From an optimization exercise on the open Yosys and OpenROAD flow, aimed at small area and a short achievable clock period; shortcuts taken in it are not production practice.
Function was checked by simulation only, so behaviour that the tests miss may differ from the original.
No activity file was given, so power comes from the tool's default toggle rates.

==> design.v <==
package rob_pkg;
  typedef logic [32-1:0]    data_word_t;
  typedef logic [5-1:0] reg_addr_t;
  typedef logic [4-1:0] rob_slot_t;
  typedef logic [4:0]   rob_count_t;
  typedef struct packed {
    logic      valid;
    reg_addr_t dest;
  } dispatch_req_t;
  typedef struct packed {
    logic       valid;
    rob_slot_t  slot;
    data_word_t data;
  } fill_lane_t;
  typedef struct packed {
    logic       wen;
    reg_addr_t  waddr;
    data_word_t data;
  } commit_port_t;
  typedef enum logic [1:0] {
    WB_IDLE,
    WB_ACK,
    WB_HOLD
  } wb_state_t;
endpackage
`timescale 1ns/1ps
module rob_pointer_counter (
  input  logic       clk,
  input  logic       reset,
  input  logic       dispatch_valid,
  input  logic       done_e,       
  input  logic       done_o,       
  output logic [7:0] row_e,        
  output logic [7:0] row_o,        
  output logic       head_odd,     
  output logic [3:0] tail,
  output logic [15:0] tail_oh,     
  output logic       alloc_ready,
  output logic       alloc_fire,
  output logic       we_e,         
  output logic       we_o          
);
  logic [4:0] count;
  logic       nz;      
  logic       gt1;     
  logic       gt2;
  logic       gt3;
  logic       is15;
  logic       one;     
  logic       two;     
  logic       up;      
  logic       same;    
  logic       dn1;     
  logic       dn2;     
  logic [4:0] count_nx;
  assign alloc_fire = dispatch_valid && alloc_ready;
  assign we_e = nz && done_e && (!head_odd || (gt1 && done_o));
  assign we_o = nz && done_o && ( head_odd || (gt1 && done_e));
  assign one = we_e ^ we_o;
  assign two = we_e & we_o;
  assign up   =  alloc_fire && !we_e && !we_o;
  assign same =  alloc_fire ? one : (!we_e && !we_o);
  assign dn1  =  alloc_fire ? two : one;
  assign dn2  = !alloc_fire && two;
  rob_onehot_mux #(.N(4), .W(5)) u_count_mux (
    .sel ({dn2, dn1, same, up}),
    .d   ({count - 5'd2, count - 5'd1, count, count + 5'd1}),
    .q   (count_nx)
  );
  assign gt2  = (count > 5'd2);
  assign gt3  = (count > 5'd3);
  assign is15 = (count == 5'd15);
  always_ff @(posedge clk) begin
    if (reset) begin
      row_e       <= 8'd1;
      row_o       <= 8'd1;
      head_odd    <= 1'b0;
      tail        <= '0;
      tail_oh     <= 16'd1;
      count       <= '0;
      nz          <= 1'b0;
      gt1         <= 1'b0;
      alloc_ready <= 1'b1;
    end else begin
      if (we_e) row_e <= {row_e[6:0], row_e[7]};
      if (we_o) row_o <= {row_o[6:0], row_o[7]};
      head_odd    <= head_odd ^ one;
      if (alloc_fire) tail <= tail + 4'd1;
      if (alloc_fire) tail_oh <= {tail_oh[14:0], tail_oh[15]};
      count       <= count_nx;
      nz          <= up | (same & nz) | (dn1 & gt1) | (dn2 & gt2);
      gt1         <= (up & nz) | (same & gt1) | (dn1 & gt2) | (dn2 & gt3);
      alloc_ready <= !((up & is15) | (same & !alloc_ready));
    end
  end
endmodule
`timescale 1ns/1ps
module rob_storage (
  input  logic                clk,
  input  logic                reset,
  input  logic                alloc_en,
  input  logic [15:0]         tail_oh,
  input  logic [4:0]          alloc_dest,
  input  logic                fill_a_valid,
  input  logic [3:0]          fill_a_slot,
  input  logic [31:0]         fill_a_data,
  input  logic                fill_b_valid,
  input  logic [3:0]          fill_b_slot,
  input  logic [31:0]         fill_b_data,
  input  logic [7:0]          row_e,
  input  logic [7:0]          row_o,
  input  logic                clr_e,
  input  logic                clr_o,
  output logic                done_e,
  output logic                done_o,
  output logic [4:0]          dest_e,
  output logic [4:0]          dest_o,
  output logic [31:0]         data_e,
  output logic [31:0]         data_o
);
  logic [31:0] slot_data [16];
  logic [4:0]  slot_dest [16];
  logic [15:0] slot_done;
  logic [15:0] hit_a;
  logic [15:0] hit_b;
  logic [15:0] hit_t;
  logic [15:0] hit_c;
  always_comb begin
    for (int i = 0; i < 16; i++) begin
      hit_a[i] = fill_a_valid && (fill_a_slot == 4'(i));
      hit_b[i] = fill_b_valid && (fill_b_slot == 4'(i));
      hit_t[i] = alloc_en && tail_oh[i];
    end
    for (int k = 0; k < 8; k++) begin
      hit_c[2*k]   = clr_e && row_e[k];
      hit_c[2*k+1] = clr_o && row_o[k];
    end
  end
  logic [8*38-1:0] even_words;
  logic [8*38-1:0] odd_words;
  logic [37:0] even_read;
  logic [37:0] odd_read;
  always_comb begin
    for (int k = 0; k < 8; k++) begin
      even_words[k*38 +: 38] = {slot_done[2*k],   slot_dest[2*k],   slot_data[2*k]};
      odd_words[k*38 +: 38]  = {slot_done[2*k+1], slot_dest[2*k+1], slot_data[2*k+1]};
    end
  end
  rob_onehot_mux #(.N(8), .W(38)) u_read_e (
    .sel (row_e),
    .d   (even_words),
    .q   (even_read)
  );
  rob_onehot_mux #(.N(8), .W(38)) u_read_o (
    .sel (row_o),
    .d   (odd_words),
    .q   (odd_read)
  );
  assign {done_e, dest_e, data_e} = even_read;
  assign {done_o, dest_o, data_o} = odd_read;
  always_ff @(posedge clk) begin
    for (int i = 0; i < 16; i++) begin
      slot_done[i] <= !reset && (hit_a[i] || hit_b[i] ||
                                 (slot_done[i] && !hit_c[i] && !hit_t[i]));
    end
  end
  always_ff @(posedge clk) begin
    for (int i = 0; i < 16; i++) begin
      if (hit_t[i]) slot_dest[i] <= alloc_dest;
    end
  end
  for (genvar i = 0; i < 16; i++) begin : g_slot
    rob_word3 u_data (
      .clk   (clk),
      .sel_a (hit_b[i]),
      .a     (fill_b_data),
      .sel_b (hit_a[i] && !hit_b[i]),
      .b     (fill_a_data),
      .keep  (!hit_a[i] && !hit_b[i]),
      .q     (slot_data[i])
    );
  end
endmodule
module rob_word3 (
  input  logic        clk,
  input  logic        sel_a,
  input  logic [31:0] a,
  input  logic        sel_b,
  input  logic [31:0] b,
  input  logic        keep,
  output logic [31:0] q
);
  always_ff @(posedge clk) begin
    q <= ({32{sel_a}} & a) | ({32{sel_b}} & b) | ({32{keep}} & q);
  end
endmodule
module rob_onehot_mux #(
  parameter int N = 8,
  parameter int W = 32
) (
  input  logic [N-1:0] sel,
  input  logic [N*W-1:0] d,      
  output logic [W-1:0] q
);
  always_comb begin
    q = '0;
    for (int i = 0; i < N; i++) begin
      q = q | ({W{sel[i]}} & d[i*W +: W]);
    end
  end
endmodule
`timescale 1ns/1ps
module arch_regfile (
  input  logic        clk,
  input  logic        reset,
  input  logic        we_e,
  input  logic [4:0]  waddr_e,
  input  logic [31:0] wdata_e,
  input  logic        we_o,
  input  logic [4:0]  waddr_o,
  input  logic [31:0] wdata_o,
  input  logic        e_younger,    
  input  logic [4:0]  raddr,
  output logic [31:0] rdata
);
  logic        p_we_e;
  logic        p_we_o;
  logic [4:0]  p_addr_e;
  logic [4:0]  p_addr_o;
  logic [31:0] p_data_e;
  logic [31:0] p_data_o;
  logic        p_e_younger;
  always_ff @(posedge clk) begin
    if (reset) begin
      p_we_e <= 1'b0;
      p_we_o <= 1'b0;
    end else begin
      p_we_e <= we_e && (waddr_e != 5'd0);
      p_we_o <= we_o && (waddr_o != 5'd0);
    end
    p_addr_e    <= waddr_e;
    p_addr_o    <= waddr_o;
    p_data_e    <= wdata_e;
    p_data_o    <= wdata_o;
    p_e_younger <= e_younger;
  end
  logic [31:0] regs [1:31];
  logic [31:1] hit_e;
  logic [31:1] hit_o;
  logic [31:1] sel_e;
  logic [31:1] sel_o;
  logic [31:1] keep;
  always_comb begin
    for (int r = 1; r < 32; r++) begin
      hit_e[r] = p_we_e && (p_addr_e == 5'(r));
      hit_o[r] = p_we_o && (p_addr_o == 5'(r));
      sel_e[r] = !reset && hit_e[r] && !(hit_o[r] && !p_e_younger);
      sel_o[r] = !reset && hit_o[r] && !(hit_e[r] && p_e_younger);
      keep[r]  = !reset && !hit_e[r] && !hit_o[r];
    end
  end
  for (genvar r = 1; r < 32; r++) begin : g_reg
    rob_word3 u_word (
      .clk   (clk),
      .sel_a (sel_e[r]),
      .a     (p_data_e),
      .sel_b (sel_o[r]),
      .b     (p_data_o),
      .keep  (keep[r]),
      .q     (regs[r])
    );
  end
  logic [31:0] array_rdata;
  logic        byp_e;
  logic        byp_o;
  logic        take_e;
  logic        take_o;
  logic [31:1] rsel;
  logic [31*32-1:0] rwords;
  always_comb begin
    for (int r = 1; r < 32; r++) begin
      rsel[r]     = (raddr == 5'(r));
      rwords[(r-1)*32 +: 32] = regs[r];
    end
  end
  rob_onehot_mux #(.N(31), .W(32)) u_read (
    .sel (rsel),
    .d   (rwords),
    .q   (array_rdata)
  );
  assign byp_e  = p_we_e && (p_addr_e == raddr);
  assign byp_o  = p_we_o && (p_addr_o == raddr);
  assign take_e = byp_e && (p_e_younger || !byp_o);
  assign take_o = byp_o && !(byp_e && p_e_younger);
  assign rdata = ({32{take_e}} & p_data_e) |
                 ({32{take_o}} & p_data_o) |
                 ({32{!byp_e && !byp_o}} & array_rdata);
endmodule
`timescale 1ns/1ps
module regfile_wb_fsm (
  input  logic        clk,
  input  logic        reset,
  input  logic        wb_cyc,
  input  logic        wb_stb,
  input  logic [31:0] rf_rdata,
  output logic        wb_ack,
  output logic [31:0] wb_dat
);
  logic hold;
  always_ff @(posedge clk) begin
    if (reset) begin
      wb_ack <= 1'b0;
      hold   <= 1'b0;
    end else begin
      wb_ack <= !wb_ack && !hold && wb_cyc && wb_stb;
      hold   <= wb_ack || (hold && wb_stb);
    end
  end
  always_ff @(posedge clk) begin
    wb_dat <= rf_rdata;
  end
endmodule
`timescale 1ns/1ps
module rob_core (
  input  logic        clk,
  input  logic        reset,
  input  logic        dispatch_valid,
  input  logic [4:0]  dispatch_dest,
  output logic        alloc_ready,
  output logic [3:0]  alloc_tag,
  input  logic        fill_a_valid,
  input  logic [3:0]  fill_a_slot,
  input  logic [31:0] fill_a_data,
  input  logic        fill_b_valid,
  input  logic [3:0]  fill_b_slot,
  input  logic [31:0] fill_b_data,
  input  logic        wb_cyc,
  input  logic        wb_stb,
  input  logic [4:0]  wb_adr,
  output logic        wb_ack,
  output logic [31:0] wb_dat
);
  logic [15:0] tail_oh;
  logic [7:0]  row_e;
  logic [7:0]  row_o;
  logic        head_odd;
  logic        alloc_fire;
  logic        we_e;
  logic        we_o;
  logic        done_e;
  logic        done_o;
  logic [4:0]  dest_e;
  logic [4:0]  dest_o;
  logic [31:0] data_e;
  logic [31:0] data_o;
  logic [31:0] rf_rdata;
  rob_pointer_counter u_counter (
    .clk            (clk),
    .reset          (reset),
    .dispatch_valid (dispatch_valid),
    .done_e         (done_e),
    .done_o         (done_o),
    .row_e          (row_e),
    .row_o          (row_o),
    .head_odd       (head_odd),
    .tail           (alloc_tag),
    .tail_oh        (tail_oh),
    .alloc_ready    (alloc_ready),
    .alloc_fire     (alloc_fire),
    .we_e           (we_e),
    .we_o           (we_o)
  );
  rob_storage u_storage (
    .clk          (clk),
    .reset        (reset),
    .alloc_en     (alloc_fire),
    .tail_oh      (tail_oh),
    .alloc_dest   (dispatch_dest),
    .fill_a_valid (fill_a_valid),
    .fill_a_slot  (fill_a_slot),
    .fill_a_data  (fill_a_data),
    .fill_b_valid (fill_b_valid),
    .fill_b_slot  (fill_b_slot),
    .fill_b_data  (fill_b_data),
    .row_e        (row_e),
    .row_o        (row_o),
    .clr_e        (we_e),
    .clr_o        (we_o),
    .done_e       (done_e),
    .done_o       (done_o),
    .dest_e       (dest_e),
    .dest_o       (dest_o),
    .data_e       (data_e),
    .data_o       (data_o)
  );
  arch_regfile u_regfile (
    .clk       (clk),
    .reset     (reset),
    .we_e      (we_e),
    .waddr_e   (dest_e),
    .wdata_e   (data_e),
    .we_o      (we_o),
    .waddr_o   (dest_o),
    .wdata_o   (data_o),
    .e_younger (head_odd),
    .raddr     (wb_adr),
    .rdata     (rf_rdata)
  );
  regfile_wb_fsm u_wb_fsm (
    .clk      (clk),
    .reset    (reset),
    .wb_cyc   (wb_cyc),
    .wb_stb   (wb_stb),
    .rf_rdata (rf_rdata),
    .wb_ack   (wb_ack),
    .wb_dat   (wb_dat)
  );
endmodule
`timescale 1ns/1ps
module rob_top (
  input  logic        clk,
  input  logic        reset,
  input  logic        dispatch_valid,
  input  logic [4:0]  dispatch_dest,
  output logic        alloc_ready,
  output logic [3:0]  alloc_tag,
  input  logic        fill_a_valid,
  input  logic [3:0]  fill_a_slot,
  input  logic [31:0] fill_a_data,
  input  logic        fill_b_valid,
  input  logic [3:0]  fill_b_slot,
  input  logic [31:0] fill_b_data,
  input  logic        wb_cyc,
  input  logic        wb_stb,
  input  logic [4:0]  wb_adr,
  output logic        wb_ack,
  output logic [31:0] wb_dat
);
  rob_core u_core (
    .clk         (clk),
    .reset       (reset),
    .dispatch_valid (dispatch_valid),
    .dispatch_dest  (dispatch_dest),
    .alloc_ready (alloc_ready),
    .alloc_tag   (alloc_tag),
    .fill_a_valid (fill_a_valid),
    .fill_a_slot  (fill_a_slot),
    .fill_a_data  (fill_a_data),
    .fill_b_valid (fill_b_valid),
    .fill_b_slot  (fill_b_slot),
    .fill_b_data  (fill_b_data),
    .wb_cyc      (wb_cyc),
    .wb_stb      (wb_stb),
    .wb_adr      (wb_adr),
    .wb_ack      (wb_ack),
    .wb_dat      (wb_dat)
  );
endmodule
==> flow/run.sh <==
#!/bin/bash
# The standard layout, with three changes to how it is made:
# - the port buffers are plain buffers instead of the delay cell
#   buffer_ports picks on its own;
# - clock tree sinks are clustered in larger groups, which gives a shallower
#   tree with fewer buffers;
# - global routing keeps more room on met1 and met2 (flow/fastroute.tcl),
#   which eases detailed routing.
set -euo pipefail
bash standard.sh \
  "BUFFER_PORTS_ARGS=-buffer_cell sky130_fd_sc_hd__buf_2" \
  "CTS_ARGS=-sink_clustering_enable -repair_clock_nets -sink_clustering_size 25 -sink_clustering_max_diameter 150 -dont_use_dummy_load" \
  "FASTROUTE_TCL=$PWD/flow/fastroute.tcl" \
  finish > flow_make.log 2>&1
==> flow/fastroute.tcl <==
# Global routing capacity: leave more of met1 and met2 free for pin access,
# so that more of the routing goes to the upper layers
set_global_routing_layer_adjustment met1 0.5
set_global_routing_layer_adjustment met2 0.35
set_global_routing_layer_adjustment met3-$::env(MAX_ROUTING_LAYER) 0.2

set_routing_layers -clock $::env(MIN_CLK_ROUTING_LAYER)-$::env(MAX_ROUTING_LAYER)
set_routing_layers -signal $::env(MIN_ROUTING_LAYER)-$::env(MAX_ROUTING_LAYER)
==> standard.sh <==
#!/bin/bash
# synth_recipe.tcl (not shown) runs the flow's synth.tcl, then flattens the netlist and writes it again
# the make line also repeats each setting of config.mk as NAME=value (left out here)
make -C /OpenROAD-flow-scripts/flow DESIGN_CONFIG=/design/flow/config.mk WORK_HOME=/design/flow/orfs CLKGATE_MAP_FILE= SYNTH_SCRIPT=/design/flow/synth_recipe.tcl "${@:-finish}"
==> config.mk <==
export PLATFORM = sky130hd
export DESIGN_NAME = rob_top
export DESIGN_NICKNAME = rob_top
export VERILOG_FILES = /design/flow/design.v
export SDC_FILE = /design/flow/constraint.sdc
export NUM_CORES = 4
export LEC_CHECK = 0
export CAP_MARGIN = 20
export CORE_MARGIN = 2
export CORE_UTILIZATION = 40
export PLACE_DENSITY = 0.6
export SETUP_SLACK_MARGIN = 2.9
export SLEW_MARGIN = 20
export SYNTH_HIERARCHICAL = 1
==> constraint.sdc <==
create_clock -name core_clock -period 5.0 [get_ports {clk}]
set_input_delay 1.0000 -clock core_clock [delete_from_list [all_inputs] [get_ports {clk}]]
set_output_delay 1.0000 -clock core_clock [all_outputs]
set_load 0.01 [all_outputs]
==> summary.md, run 1 <==
| Metric | Value |
|---|---|
| Layout Nets | `7473` |
| DRC violations left | `0` |
| Max Cap Violations | `0` |
| Unrepaired setup endpoints after global routing | `true` |
| Worst Setup Path Type | `primary input to flip-flop` |
| Largest net degree at the start of global routing | `64` |
| Final TNS setup | `0 ns` |
| Yosys reg bits | `1756` |
| Clock slew at reported path FFs | `0.11 ns` |
| Post-synthesis instance area | `73800 um^2` |
| TritonCTS Buffers | `80` |
| Die ar. | `188000 um^2` |
| Hold Fails Final Rpt | `0` |
| Family with the most delay on the worst path | `simple AND/OR/NAND/NOR gates` |
| Leakage | `0.0409 uW` |
| Vias | `70600` |
| CP cell instances | `buf_12 -> or2_4 -> buf_4 -> nor2_4 -> buf_12 -> a22oi_1 -> nand4_1 -> or4_1 -> inv_1 -> a222oi_1` |
| Sequential area share after synthesis | `48.7%` |
| Die X | `434 um` |
| Arr. time, crit path | `3.16 ns` |
| Crit path top cell by count | `buf_12` |
| Core ar. | `183000 um^2` |
| Overall Power | `28000 uW` |
| Slew headroom | `43.7%` |
| CTS Buffer Depth | `3` |
| Top FF cell, synth | `dfxtp_1` |
| Wire per inst | `35.1 um` |
| Startpoint Class | `primary input` |
| Layout Utilization | `47.2%` |
| PwrDens | `323 nW/um^2` |
| Hold Crit Class | `flip-flop to flip-flop` |
| Hold_buf cts | `0` |
| CP bufs+invs | `4` |
| Post-synth ARST share | `0%` |
| Post-synthesis cell type count | `57` |
| Final setup violation count | `0` |
| Minimum clock period | `2.55 ns` |
| Net Count, Synth | `7257` |
| Max-slew violations | `0` |
| EDFF count, synth | `80` |
| Clock power frac | `26.7%` |
| Synthesized netlist cell count | `7158` |
| Worst path slowest cell | `nand4_1` |
| Switch Pwr | `8640 uW` |
| Post-route insts no fill | `9869` |
| Routed vias/inst | `7.15` |
| Fillers | `16800` |
| Post-route ant nets | `0` |
| First-pass GRT wire length | `489000 um` |
| Max Freq | `0.392 GHz` |
| Initial Utilization | `40.3%` |
| CP Max Fanout | `9` |
| First-pass detailed-route iteration total | `14` |
| Synthesized area per cell | `10.3 um^2` |
| Initial antenna violation count | `59` |
| Slew @ Worst Pin | `0.844 ns` |
| I/O Buffers | `126` |
| GRT Util Overall | `42.9%` |
| Die Ht | `434 um` |
| FP Rows | `157` |
| Int Power | `19300 uW` |
| Hold slack | `0.462 ns` |
| Combinational power share | `16.7%` |
| GRT Max-Usage Layer | `met2` |
| DRT iter0 DRCs | `13500` |
| Yosys warning count | `18` |
| Most common library cell in the layout ignoring fill and taps | `dfxtp_1` |
| H-tree Lvls | `3` |
| Sw Ratio | `30.9%` |
| # IOs | `127` |
| Final period utilization | `51.1%` |
| Required @ worst endpoint | `5.61 ns` |
| Syn-to-layout area delta | `17.2%` |
| GP Congestion | `1.01` |
| Clock skew | `0.0873 ns` |
| Global-route met2 utilization | `57.4%` |
| Final wirelength | `346000 um` |
| Grt ovf | `0` |
| Clock latency (worst-skew pair) | `0.77 ns` |
| Vias in the first global route | `72200` |
| Met1 Resource Use GR | `52.0%` |
| Dpl hpwl | `188000 um` |
| Max incr delay on CP | `0.36 ns` |
| Status | `complete, no violations` |
| Maximum VDD drop | `0.285 mV` |
| Share of cells above drive strength 1 | `19.9%` |
| Placed Cells | `9383` |
| Clock Tree Root | `clkbuf_16` |
| CTS tree | `done` |
| Commonest cells after routing, fill and taps aside | `1609 x dfxtp_1, 1605 x inv_1, 1566 x a222oi_1` |
| Sink Count | `1756` |
| Flop pwr share | `56.6%` |
| CP endpoint kind | `flip-flop` |
| GR Util met3 | `28.7%` |
-- state kept, by name, indices dropped and copies added, names as in the netlist, 8 cells and up --
| signal | flops |
|---|---|
| u_core.u_counter.row_e | 8 |
| u_core.u_regfile.p_data_e | 32 |
| u_core.u_regfile.p_data_o | 32 |
| u_core.u_storage.slot_done | 16 |
| u_core.u_storage.slot_dest | 80 |
| u_core.u_counter.tail_oh | 16 |
| u_core.u_counter.row_o | 8 |
| u_core.u_regfile.g.u_word.q | 992 |
| u_core.u_wb_fsm.wb_dat | 32 |
| u_core.u_storage.g_slot.u_data.q | 512 |
-- final cells by class --
class | count | area [um^2] | share of cell area, %
Multi-Input combinational cell | 3153 | 30700 | 35.5
Inverter | 1610 | 6050 | 6.99
Antenna cell | 33 | 82.6 | 0.0954
Sequential cell | 1756 | 36200 | 41.8
Tap cell | 2464 | 3080 | 3.56
Timing Repair Buffer | 773 | 8470 | 9.79
Clock buffer | 80 | 2000 | 2.31
-- final timing paths --
check | depth (start not counted) | to | slack, ns | start
setup / recovery | 10 | u_core.u_wb_fsm.wb_dat[24] | 2.45 | wb_adr[2]
hold / removal | 2 | u_core.u_storage.slot_done[3] | 0.46 | u_core.u_storage.slot_done[3]
setup reg to reg | 11 | u_core.u_counter.count[3] | 2.64 | u_core.u_counter.row_e[2]
hold reg to reg | 2 | u_core.u_storage.slot_done[3] | 0.46 | u_core.u_storage.slot_done[3]
-- power by group through the flow --
stage | logic (uW) | registers (uW) | clock network [uW]
6_report | 4660 | 15800 | 7460
5_1_grt | 4850 | 15900 | 7960
4_1_cts | 4340 | 15800 | 7500
3_5_place_dp | 4140 | 16100 | 0
3_3_place_gp | 4040 | 16100 | 0
2_1_floorplan | 1610 | 16700 | 0
-- kinds of logic after synthesis --
family | count (synthesis) | synth area share [%]
compound gates | 2478 | 31.4
xor+xnor | 21 | 0.249
fa+ha+maj | 10 | 0.169
buf+inv | 2261 | 14.9
flops | 1756 | 48.7
mux | 16 | 0.230
simple gates | 616 | 4.41
-- modules after synthesis, one instance, submodules excluded, excerpt --
module	cell area, um^2	copies in the design	flops+latches
rob_pointer_counter	1950	1	45
arch_regfile	3950	1	77
regfile_wb_fsm	703	1	34
rob_storage	3800	1	96
rob_word3	1160	47	32
-- metal layers --
layer	share of wire, %	up-vias
met2	40	6238
met4	10	72
met3	18	1994
met1	32	33600
met5	0.39	-
li1	-	28700
-- stage by stage --
step	instance area [um^2]	worst slack (ns)
CTS	84900	2.66
floorplan	75700	2.26
finish	86500	2.45
global placement	77000	1.10
detailed placement	77100	1.07
global route	86500	2.53
-- worst reg2reg max path, cell delays in order (launching register included) --
cell and delay, ns:
dfxtp_2 0.34, a22oi_2 0.22, nand4_1 0.28, a21oi_2 0.29, nor2_4 0.07, buf_12 0.13
ha_4 0.15, and3_4 0.14, or2_4 0.28, a22oi_2 0.16, nand2_1 0.06, nor2b_1 0.12
-- synth_stat cells (all sizes together) (4+ instances only) --
library cell / n / share of area (%)
dfxtp: 1676 / 45
inv: 1610 / 8.2
a222oi: 1566 / 21
a22oi: 725 / 7.8
buf: 529 / 6.0
nand4: 144 / 1.2
nor2: 142 / 0.73
clkbuf: 121 / 0.62
nand2: 95 / 0.49
edfxtp: 80 / 3.3
nand3: 76 / 0.52
a2111oi: 62 / 0.74
nor3: 45 / 0.30
a21oi: 39 / 0.27
a221oi: 37 / 0.71
or4: 34 / 0.35
a22o: 32 / 0.38
and2: 23 / 0.19
nor2b: 17 / 0.14
mux2i: 14 / 0.19
xnor2: 12 / 0.14
ha: 10 / 0.17
nand2b: 9 / 0.076
xor2: 9 / 0.11
and3b: 5 / 0.059
nand3b: 5 / 0.068
nor3b: 5 / 0.097
or2: 5 / 0.042
a2bb2oi: 4 / 0.047
and3: 4 / 0.034
-- timing repair --
item / CTS / global route
endpoints found under the setup margin: 1609 / 1281
pin swaps: 171 / 160
gates cloned: 36 / 7
buffers inserted: 259 / 71
gates resized for setup: 660 / 229
==> run 2, diff against run 1 <==
--- a/design.v
+++ b/design.v
@@ -47,29 +47,37 @@
   logic       gt3;
   logic       is15;
   logic       one;     
+  logic       none;    
   logic       two;     
-  logic       up;      
-  logic       same;    
-  logic       dn1;     
-  logic       dn2;     
-  logic [4:0] count_nx;
+  logic [4:0] c1;      
+  logic       c1_gt0;
+  logic       c1_gt1;
+  logic       c1_gt2;
+  logic       c1_gt3;
+  logic       c1_full;
+  logic [6:0] next;    
   assign alloc_fire = dispatch_valid && alloc_ready;
   assign we_e = nz && done_e && (!head_odd || (gt1 && done_o));
   assign we_o = nz && done_o && ( head_odd || (gt1 && done_e));
-  assign one = we_e ^ we_o;
-  assign two = we_e & we_o;
-  assign up   =  alloc_fire && !we_e && !we_o;
-  assign same =  alloc_fire ? one : (!we_e && !we_o);
-  assign dn1  =  alloc_fire ? two : one;
-  assign dn2  = !alloc_fire && two;
-  rob_onehot_mux #(.N(4), .W(5)) u_count_mux (
-    .sel ({dn2, dn1, same, up}),
-    .d   ({count - 5'd2, count - 5'd1, count, count + 5'd1}),
-    .q   (count_nx)
-  );
+  assign two  =   we_e &&  we_o;
+  assign none = !(we_e ||  we_o);
+  assign one  = !two && !none;
   assign gt2  = (count > 5'd2);
   assign gt3  = (count > 5'd3);
   assign is15 = (count == 5'd15);
+  assign c1      = count + 5'(alloc_fire);
+  assign c1_gt0  = alloc_fire || nz;
+  assign c1_gt1  = alloc_fire ? nz  : gt1;
+  assign c1_gt2  = alloc_fire ? gt1 : gt2;
+  assign c1_gt3  = alloc_fire ? gt2 : gt3;
+  assign c1_full = alloc_fire ? is15 : !alloc_ready;
+  rob_onehot_mux #(.N(3), .W(7)) u_count_mux (
+    .sel ({two, one, none}),
+    .d   ({c1_gt3, c1_gt2, c1 - 5'd2,
+           c1_gt2, c1_gt1, c1 - 5'd1,
+           c1_gt1, c1_gt0, c1}),
+    .q   (next)
+  );
   always_ff @(posedge clk) begin
     if (reset) begin
       row_e       <= 8'd1;
@@ -87,10 +95,8 @@
       head_odd    <= head_odd ^ one;
       if (alloc_fire) tail <= tail + 4'd1;
       if (alloc_fire) tail_oh <= {tail_oh[14:0], tail_oh[15]};
-      count       <= count_nx;
-      nz          <= up | (same & nz) | (dn1 & gt1) | (dn2 & gt2);
-      gt1         <= (up & nz) | (same & gt1) | (dn1 & gt2) | (dn2 & gt3);
-      alloc_ready <= !((up & is15) | (same & !alloc_ready));
+      {gt1, nz, count} <= next;
+      alloc_ready <= !(none && c1_full);
     end
   end
 endmodule
==> flow/run.sh (replaced) <==
#!/bin/bash
# The standard layout, with these changes to how it is made:
# - the port buffers are plain buffers instead of the delay cell
#   buffer_ports picks on its own;
# - clock tree sinks are clustered in larger groups, which gives a shallower
#   tree with fewer buffers;
# - global routing keeps more room on met1 and met2 (flow/fastroute.tcl),
#   which eases detailed routing;
# - after global routing, one more setup repair and an antenna repair with
#   a margin (flow/post_grt.tcl).
set -euo pipefail
bash standard.sh \
  "BUFFER_PORTS_ARGS=-buffer_cell sky130_fd_sc_hd__buf_2" \
  "CTS_ARGS=-sink_clustering_enable -repair_clock_nets -sink_clustering_size 25 -sink_clustering_max_diameter 150 -dont_use_dummy_load" \
  "FASTROUTE_TCL=$PWD/flow/fastroute.tcl" \
  "POST_GLOBAL_ROUTE_TCL=$PWD/flow/post_grt.tcl" \
  finish > flow_make.log 2>&1
==> flow/post_grt.tcl (new file) <==
# After global routing (its own setup repair and antenna repair done):
# one more setup repair with global-route parasitics, then antennas once
# more with a margin, so that detailed routing is less likely to leave
# antenna violations that need another full detailed routing pass
log_cmd estimate_parasitics -global_routing
repair_timing_helper -setup
log_cmd global_route -start_incremental
log_cmd detailed_placement
log_cmd global_route -end_incremental
repair_antennas -iterations 3 -ratio_margin 20
check_placement -verbose
--- a/config.mk
+++ b/config.mk
@@ -12,3 +12,4 @@
 export SETUP_SLACK_MARGIN = 2.9
 export SLEW_MARGIN = 20
 export SYNTH_HIERARCHICAL = 1
+export TNS_END_PERCENT = 5
==> summary.md, run 2 <==
| Metric | Value |
|---|---|
| Synthesized area per cell | `10.3 um^2` |
| I/O Buffers | `126` |
| Hold slack | `0.426 ns` |
| Clock Tree Root | `clkbuf_16` |
| Net Count, Synth | `7266` |
| Grt ovf | `0` |
| DRC violations left | `0` |
| Dpl hpwl | `186000 um` |
| Post-synthesis cell type count | `57` |
| Most frequent cell after synthesis | `dfxtp_1` |
| Multi-input gate area | `29700 um^2` |
| Post-route ant nets | `0` |
| Top cells by count, synth | `1676 x dfxtp_1, 1616 x inv_1, 1573 x a222oi_1, 645 x a22oi_1, 248 x buf_6` |
| Clock skew | `0.0681 ns` |
| Fillers | `16800` |
| DRT iter0 DRCs | `14400` |
| Final non-filler cell area | `84400 um^2` |
| Worst Setup Path Type | `primary input to flip-flop` |
| Yosys warning count | `18` |
| Die X | `434 um` |
| # IOs | `127` |
| Commonest cells after routing, fill and taps aside | `1638 x dfxtp_1, 1602 x inv_1, 1573 x a222oi_1` |
| Clock slew at reported path FFs | `0.10 ns` |
| Largest net degree at the start of global routing | `63` |
| CTS tree | `done` |
| Wire per inst | `35.8 um` |
| Dpl cell area | `76000 um^2` |
| Final TNS setup | `0 ns` |
| First-pass GRT wire length | `480000 um` |
| Family with the most delay on the worst path | `simple AND/OR/NAND/NOR gates` |
| Max Cap Violations | `0` |
| Cts repair resizes | `335` |
| Top FF cell, synth | `dfxtp_1` |
| Syn-to-layout area delta | `14.3%` |
| Initial Utilization | `40.3%` |
| Die ar. | `188000 um^2` |
| Maximum VDD drop | `0.333 mV` |
| Slew headroom | `27.7%` |
| Vias in the first global route | `71200` |
| CP Max Fanout | `6` |
| GRT Util Overall | `42.2%` |
| CTS Buffer Depth | `3` |
| Hold Crit Class | `flip-flop to flip-flop` |
| Post-synthesis instance area | `73800 um^2` |
| Minimum clock period | `2.64 ns` |
| Largest cells by area after synthesis | `dfxtp_1 45%, a222oi_1 21%, inv_1 8.2%` |
| Slew @ Worst Pin | `1.08 ns` |
| Post-synth ARST share | `0%` |
| CP bufs+invs | `4` |
| Max reg flops | `992` |
| Final setup violation count | `0` |
| First-pass detailed-route iteration total | `17` |
| Placed Cells | `9390` |
| Setup repair bufs after CTS | `108` |
| Clock latency (worst-skew pair) | `0.79 ns` |
| H-tree Lvls | `3` |
| FP Rows | `157` |
| Largest regs | `u_core.u_regfile.g.u_word.q x992, u_core.u_storage.g_slot.u_data.q x512, u_core.u_storage.slot_dest x80` |
| Share of cells above drive strength 1 | `18.6%` |
| Sequential area share after synthesis | `48.7%` |
| Die Ht | `434 um` |
| Startpoint Class | `primary input` |
| Max Freq | `0.378 GHz` |
| Required @ worst endpoint | `5.59 ns` |
| Initial antenna violation count | `57` |
| Final wirelength | `352000 um` |
| Vias | `70700` |
| GP Congestion | `0.988` |
| Max incr delay on CP | `0.56 ns` |
| Hold Fails Final Rpt | `0` |
| Max-slew violations | `0` |
| Cell taking the most area after synthesis | `dfxtp_1` |
| Core ar. | `183000 um^2` |
| Worst path slowest cell | `a221oi_4` |
| Arr. time, crit path | `3.23 ns` |
| Leakage | `0.0403 uW` |
| PwrDens | `334 nW/um^2` |
| Routed vias/inst | `7.18` |
| Crit path top cell by count | `buf_12` |
| Status | `complete, no violations` |
| EDFF count, synth | `80` |
| Final period utilization | `52.9%` |
| TritonCTS Buffers | `80` |
| Register area | `36000 um^2` |
| Hold_buf cts | `0` |
| Largest reg by FF count | `u_core.u_regfile.g.u_word.q` |
| CP endpoint kind | `flip-flop` |
| CP cell instances | `buf_12 -> nand2_8 -> nor3_4 -> buf_6 -> buf_12 -> a22o_1 -> a221oi_4 -> nand3_2 -> or4_1 -> inv_1 -> a222oi_1` |
| Most common library cell in the layout ignoring fill and taps | `dfxtp_1` |
| Synthesized netlist cell count | `7169` |
| Layout Nets | `7418` |
| Yosys reg bits | `1756` |
| Area fraction of the dominant cell type after synthesis | `45.4%` |
| Post-route insts no fill | `9845` |
| Sink Count | `1756` |
run 2: logic make-up after synthesis:
family | after synthesis | synth area share, %
buffers and inverters | 2267 | 14.9
adders and majority gates | 8 | 0.136
xor gates and xnor gates | 21 | 0.249
and+or+nand+nor | 617 | 4.47
DFF | 1756 | 48.7
AOI/OAI and AO/OA | 2500 | 31.6
run 2: layout make-up:
type / count / share of cell area [%]
well taps: 2464 / 3.65
flip-flops and latches: 1756 / 42.7
repair buffers: 702 / 8.59
inverters: 1616 / 7.24
clock buffers: 80 / 2.37
multi-input cells: 3163 / 35.2
repair inverters: 2 / 0.0208
diodes: 62 / 0.184
run 2: modules after synthesis (local to each module, per instance), excerpt:
| module | cells | area, um^2 | flip-flops and latches | times used |
|---|---|---|---|---|
| arch_regfile | 504 | 3950 | 77 | 1 |
| rob_pointer_counter | 233 | 1940 | 45 | 1 |
| regfile_wb_fsm | 38 | 703 | 34 | 1 |
| rob_word3 | 105 | 1160 | 32 | 47 |
| rob_storage | 268 | 3800 | 96 | 1 |
run 2: path summary, 6_finish.rpt:
kind / start / end / slack [ns] / depth (start not counted)
setup / recovery: wb_adr[0] / u_core.u_wb_fsm.wb_dat[6] / 2.36 / 11
hold / removal: u_core.u_counter.head_odd / u_core.u_regfile.p_e_younger / 0.43 / 0
setup reg to reg: u_core.u_regfile.p_addr_o[1] / u_core.u_regfile.g_reg[21].u_word.q[30] / 2.65 / 7
hold reg to reg: u_core.u_counter.head_odd / u_core.u_regfile.p_e_younger / 0.43 / 0
run 2: power by group:
group | total (uW) | switching [uW] | internal [uW]
Clock | 7490 | 4610 | 2880
Sequential | 15900 | 635 | 15200
Combinational | 4810 | 3550 | 1260
run 2: per-stage QoR:
stage	setup WS (ns)	total power, uW	utilization [%]
global placement	1.08	20200	41.5
CTS	2.55	27700	44.2
finish	2.36	28200	46.0
floorplan	2.03	18300	-
detailed placement	1.09	20300	41.5
run 2: routing by layer:
layer,track usage [%],part of all wire [%],vias up
li1,-,-,28600
met1,51.6,31,33600
met2,56.0,39,6423
met3,28.6,19,1982
met4,33.6,10,40
met5,3.23,0.23,-
==> run 3, diff against run 2 <==
--- a/design.v
+++ b/design.v
@@ -56,7 +56,8 @@
   logic       c1_gt3;
   logic       c1_full;
   logic [6:0] next;    
-  assign alloc_fire = dispatch_valid && alloc_ready;
+  logic full;          
+  assign alloc_fire = dispatch_valid && !full;
   assign we_e = nz && done_e && (!head_odd || (gt1 && done_o));
   assign we_o = nz && done_o && ( head_odd || (gt1 && done_e));
   assign two  =   we_e &&  we_o;
@@ -70,7 +71,7 @@
   assign c1_gt1  = alloc_fire ? nz  : gt1;
   assign c1_gt2  = alloc_fire ? gt1 : gt2;
   assign c1_gt3  = alloc_fire ? gt2 : gt3;
-  assign c1_full = alloc_fire ? is15 : !alloc_ready;
+  assign c1_full = alloc_fire ? is15 : full;
   rob_onehot_mux #(.N(3), .W(7)) u_count_mux (
     .sel ({two, one, none}),
     .d   ({c1_gt3, c1_gt2, c1 - 5'd2,
@@ -89,6 +90,7 @@
       nz          <= 1'b0;
       gt1         <= 1'b0;
       alloc_ready <= 1'b1;
+      full        <= 1'b0;
     end else begin
       if (we_e) row_e <= {row_e[6:0], row_e[7]};
       if (we_o) row_o <= {row_o[6:0], row_o[7]};
@@ -97,6 +99,7 @@
       if (alloc_fire) tail_oh <= {tail_oh[14:0], tail_oh[15]};
       {gt1, nz, count} <= next;
       alloc_ready <= !(none && c1_full);
+      full        <=   none && c1_full;
     end
   end
 endmodule
@@ -276,31 +279,31 @@
       .q     (regs[r])
     );
   end
-  logic [31:0] array_rdata;
   logic        byp_e;
   logic        byp_o;
   logic        take_e;
   logic        take_o;
+  logic        no_byp;
   logic [31:1] rsel;
-  logic [31*32-1:0] rwords;
+  logic [33*32-1:0] rwords;
+  assign byp_e  = p_we_e && (p_addr_e == raddr);
+  assign byp_o  = p_we_o && (p_addr_o == raddr);
+  assign take_e = byp_e && (p_e_younger || !byp_o);
+  assign take_o = byp_o && !(byp_e && p_e_younger);
+  assign no_byp = !byp_e && !byp_o;
   always_comb begin
     for (int r = 1; r < 32; r++) begin
-      rsel[r]     = (raddr == 5'(r));
+      rsel[r]                = no_byp && (raddr == 5'(r));
       rwords[(r-1)*32 +: 32] = regs[r];
     end
+    rwords[31*32 +: 32] = p_data_e;
+    rwords[32*32 +: 32] = p_data_o;
   end
-  rob_onehot_mux #(.N(31), .W(32)) u_read (
-    .sel (rsel),
+  rob_onehot_mux #(.N(33), .W(32)) u_read (
+    .sel ({take_o, take_e, rsel}),
     .d   (rwords),
-    .q   (array_rdata)
+    .q   (rdata)
   );
-  assign byp_e  = p_we_e && (p_addr_e == raddr);
-  assign byp_o  = p_we_o && (p_addr_o == raddr);
-  assign take_e = byp_e && (p_e_younger || !byp_o);
-  assign take_o = byp_o && !(byp_e && p_e_younger);
-  assign rdata = ({32{take_e}} & p_data_e) |
-                 ({32{take_o}} & p_data_o) |
-                 ({32{!byp_e && !byp_o}} & array_rdata);
 endmodule
 `timescale 1ns/1ps
 module regfile_wb_fsm (
==> summary.md, run 3 <==
| Metric | Value |
|---|---|
| Most frequent cell after synthesis | `dfxtp_1` |
| Classification of the worst endpoint | `register data pin` |
| I/O Buffers | `126` |
| Exit stage | `5_1_grt` |
| Initial Utilization | `40.2%` |
| GRT Util Overall | `49.0%` |
| Sequential area share after synthesis | `49.0%` |
| GRT worst endpoint | `u_core.u_wb_fsm.wb_dat[20]$_DFF_P_/D` |
| Net Count, Synth | `7201` |
| EDFF count, synth | `80` |
| Synthesized area per cell | `10.3 um^2` |
| Post-synth ARST share | `0%` |
| Top FF cell, synth | `dfxtp_1` |
| Die X | `433 um` |
| Dpl hpwl | `188000 um` |
| Top cells by count, synth | `1677 x dfxtp_1, 1543 x a222oi_1, 1521 x inv_1, 739 x a22oi_1, 251 x buf_6` |
| Post-synthesis instance area | `73500 um^2` |
| GP Congestion | `0.986` |
| Area fraction of the dominant cell type after synthesis | `45.7%` |
| Post-synthesis cell type count | `56` |
| Largest net degree at the start of global routing | `75` |
| # IOs | `127` |
| Yosys reg bits | `1757` |
| Cell taking the most area after synthesis | `dfxtp_1` |
| FP Rows | `157` |
| Initial antenna violation count | `63` |
| Sink Count | `1757` |
| Yosys warning count | `18` |
| CTS Buffer Depth | `3` |
| Error | `[ERROR GRT-0232] Routing congestion too high. Check the congestion heatmap in the GUI.` |
| Largest cells by area after synthesis | `dfxtp_1 46%, a222oi_1 21%, inv_1 7.8%` |
| H-tree Lvls | `3` |
| Die Ht | `433 um` |
| Synthesized netlist cell count | `7105` |
| TritonCTS Buffers | `81` |
| Status | `aborted with a tool error` |
| Grt ovf | `2` |
| Clock Tree Root | `clkbuf_16` |
==> run 3: changes by cell type after synthesis, moves of 30 or more <==
cell	change
nand2_1	+49
inv_1	-95
nor4_1	+36
a22oi_1	+94
a22o_1	-32
buf_2	+67
nand3_1	-48
a222oi_1	-30
a221oi_2	-31
clkbuf_1	-72
or4_1	-32
nand4_1	+32
==> run 3: cell families after synthesis <==
logic type	Yosys count	share of synthesized area (%)
AO/OA/AOI/OAI	2463	30.9
XOR/XNOR	22	0.293
adder cells (fa/ha/maj)	7	0.119
buffers and inverters	2176	14.7
flip-flops	1757	49.0
multiplexers	14	0.191
AND/OR/NAND/NOR	666	4.83
==> run 3: how the worst min path moves through the flow <==
stage,from,to,depth (start not counted)
after floorplan,u_core.u_counter.head_odd,u_core.u_regfile.p_e_younger,0
after global placement,u_core.u_counter.head_odd,u_core.u_regfile.p_e_younger,0
after detailed placement,u_core.u_counter.head_odd,u_core.u_regfile.p_e_younger,0
after CTS,u_core.u_counter.head_odd,u_core.u_regfile.p_e_younger,0
==> run 3: metal layers <==
metal,global-route usage [%],GRT overflow
met5,20.2,0
met4,42.3,1
met3,39.3,0
met2,60.0,0
met1,55.2,1
==> run 3: Yosys stat by module (local to each module, per instance), a selection <==
module / cell area, um^2 / cells / flops+latches
arch_regfile: 3400 / 393 / 77
regfile_wb_fsm: 703 / 38 / 34
rob_pointer_counter: 1890 / 210 / 46
rob_storage: 3800 / 268 / 96
rob_word3: 1160 / 105 / 32
==> run 3: power by group through the flow <==
stage / logic, uW / clock network [uW] / registers (uW)
CTS: 3860 / 7550 / 15900
floorplan: 1540 / 0 / 16700
detailed placement: 3810 / 0 / 16200
global placement: 3720 / 0 / 16200
==> run 3: per-stage QoR <==
step | power, uW | instances | area, um^2 | setup WS [ns]
global placement | 19900 | 9239 | 75500 | 0.752
floorplan | 18200 | 7105 | 74000 | 2.11
CTS | 27300 | 9392 | 79500 | 2.32
detailed placement | 20100 | 9241 | 75600 | 0.796
==> run 3: repair_timing <==
item / CTS
resized for setup: 231
buffers inserted: 52
endpoints found under the hold margin: 0
cloned: 18
pin swaps: 56
endpoints found under the setup margin: 1590
hold buffers: 0
==> run 4, diff against run 3 <==
--- a/flow/post_grt.tcl
+++ b/flow/post_grt.tcl
@@ -6,6 +6,6 @@
 repair_timing_helper -setup
 log_cmd global_route -start_incremental
 log_cmd detailed_placement
-log_cmd global_route -end_incremental
-repair_antennas -iterations 3 -ratio_margin 20
+log_cmd global_route -end_incremental -allow_congestion
+repair_antennas -iterations 3 -ratio_margin 20 -allow_congestion
 check_placement -verbose
==> summary.md, run 4 <==
| Metric | Value |
|---|---|
| Top FF cell, synth | `dfxtp_1` |
| FP Rows | `157` |
| Status | `aborted with a tool error` |
| EDFF count, synth | `80` |
| Cell taking the most area after synthesis | `dfxtp_1` |
| Yosys warning count | `18` |
| H-tree Lvls | `3` |
| Die Ht | `433 um` |
| TritonCTS Buffers | `81` |
| Yosys reg bits | `1757` |
| Most frequent cell after synthesis | `dfxtp_1` |
| Synthesized netlist cell count | `7105` |
| Post-synth ARST share | `0%` |
| GP Congestion | `0.986` |
| Place WS | `0.796 ns` |
| Exit stage | `5_1_grt` |
| GRT Util Overall | `49.0%` |
| GRT worst endpoint | `u_core.u_wb_fsm.wb_dat[20]$_DFF_P_/D` |
| Clock Tree Root | `clkbuf_16` |
| Largest cells by area after synthesis | `dfxtp_1 46%, a222oi_1 21%, inv_1 7.8%` |
| Die X | `433 um` |
| I/O Buffers | `126` |
| Sink Count | `1757` |
| Top cells by count, synth | `1677 x dfxtp_1, 1543 x a222oi_1, 1521 x inv_1, 739 x a22oi_1, 251 x buf_6` |
| Area fraction of the dominant cell type after synthesis | `45.7%` |
| Initial antenna violation count | `63` |
| # IOs | `127` |
| Initial Utilization | `40.2%` |
| Error | `[ERROR GRT-0232] Routing congestion too high. Check the congestion heatmap in the GUI.` |
| Sequential area share after synthesis | `49.0%` |
| Classification of the worst endpoint | `register data pin` |
| Post-synthesis cell type count | `56` |
| Dpl hpwl | `188000 um` |
| Post-synthesis instance area | `73500 um^2` |
| Net Count, Synth | `7201` |
| Synthesized area per cell | `10.3 um^2` |
| Grt ovf | `2` |
| CTS Buffer Depth | `3` |
| Largest net degree at the start of global routing | `75` |
run 4: cell counts after synthesis:
No cell type changed its count.
run 4: worst min-delay path by stage:
stage / cells past startpoint / end / from / slack, ns
3_5_place_dp: 0 / u_core.u_regfile.p_e_younger / u_core.u_counter.head_odd / 0.42
2_1_floorplan: 0 / u_core.u_regfile.p_e_younger / u_core.u_counter.head_odd / 0.39
3_3_place_gp: 0 / u_core.u_regfile.p_e_younger / u_core.u_counter.head_odd / 0.41
4_1_cts: 0 / u_core.u_regfile.p_e_younger / u_core.u_counter.head_odd / 0.43
run 4: timing repair:
action	CTS
setup endpoints to repair	1590
pin swaps	56
gates cloned	18
hold buffers	0
buffers inserted	52
gates resized for setup	231
run 4: modules after synthesis (local to each module, per instance), excerpt:
module / flip-flops and latches / times used
rob_pointer_counter: 46 / 1
regfile_wb_fsm: 34 / 1
rob_storage: 96 / 1
rob_word3: 32 / 47
arch_regfile: 77 / 1
run 4: logic make-up after synthesis:
group	after synthesis	share of synthesized area, %
xor gates and xnor gates	22	0.293
and+or+nand+nor	666	4.83
buffers and inverters	2176	14.7
muxes	14	0.191
AOI/OAI and AO/OA	2463	30.9
DFF	1757	49.0
adders and majority gates	7	0.119
run 4: routing by layer:
metal | overflow | GRT usage, %
met5 | 0 | 20.2
met1 | 1 | 55.2
met2 | 0 | 60.0
met4 | 1 | 42.3
met3 | 0 | 39.3
run 4: power by group through the flow:
stage	registers (uW)	clock network, uW	logic (uW)
4_1_cts	15900	7550	3860
3_5_place_dp	16200	0	3810
3_3_place_gp	16200	0	3720
2_1_floorplan	16700	0	1540
run 4: metrics by stage:
stage	total power, uW	std cells	area, um^2
2_1_floorplan	18200	7105	74000
3_3_place_gp	19900	9239	75500
3_5_place_dp	20100	9241	75600
4_1_cts	27300	9392	79500

what the ideal ports hide:
How much do the figures lean on ideal ports? The routed layouts below were timed once more, with nothing changed but the port constraints.
Step 1, drivers: a clkbuf_16 drives clk and a buf_2 each remaining input, both assumed.
Step 2 adds t to the input delays and takes it off the output delays; t is the mean of the earliest and latest rising clock arrival at the registers after step 1. Input paths then give back, and output paths get back, about the clock's delay inside the block.
Slacks: ideal / step 1 / step 2; pairs: ideal / step 1.
| run | shift t [ns] | setup WS [ns] | worst setup path at the end | slew at the worst register clock pin (ns) | worst data-port slew with drivers (ns) |
|---|---|---|---|---|---|
| run 1 | 0.826 | 2.447 / 2.328 / 1.502 | input to register | 0.11 / 0.11 | 0.54 |
| run 2 | 0.844 | 2.357 / 2.143 / 1.300 | input to register | 0.11 / 0.11 | 0.34 |
After both steps setup and hold are still met in every run listed. The setup slack of run 2, which loses most, moves by -0.214 ns with the drivers and by -1.057 ns with both steps.
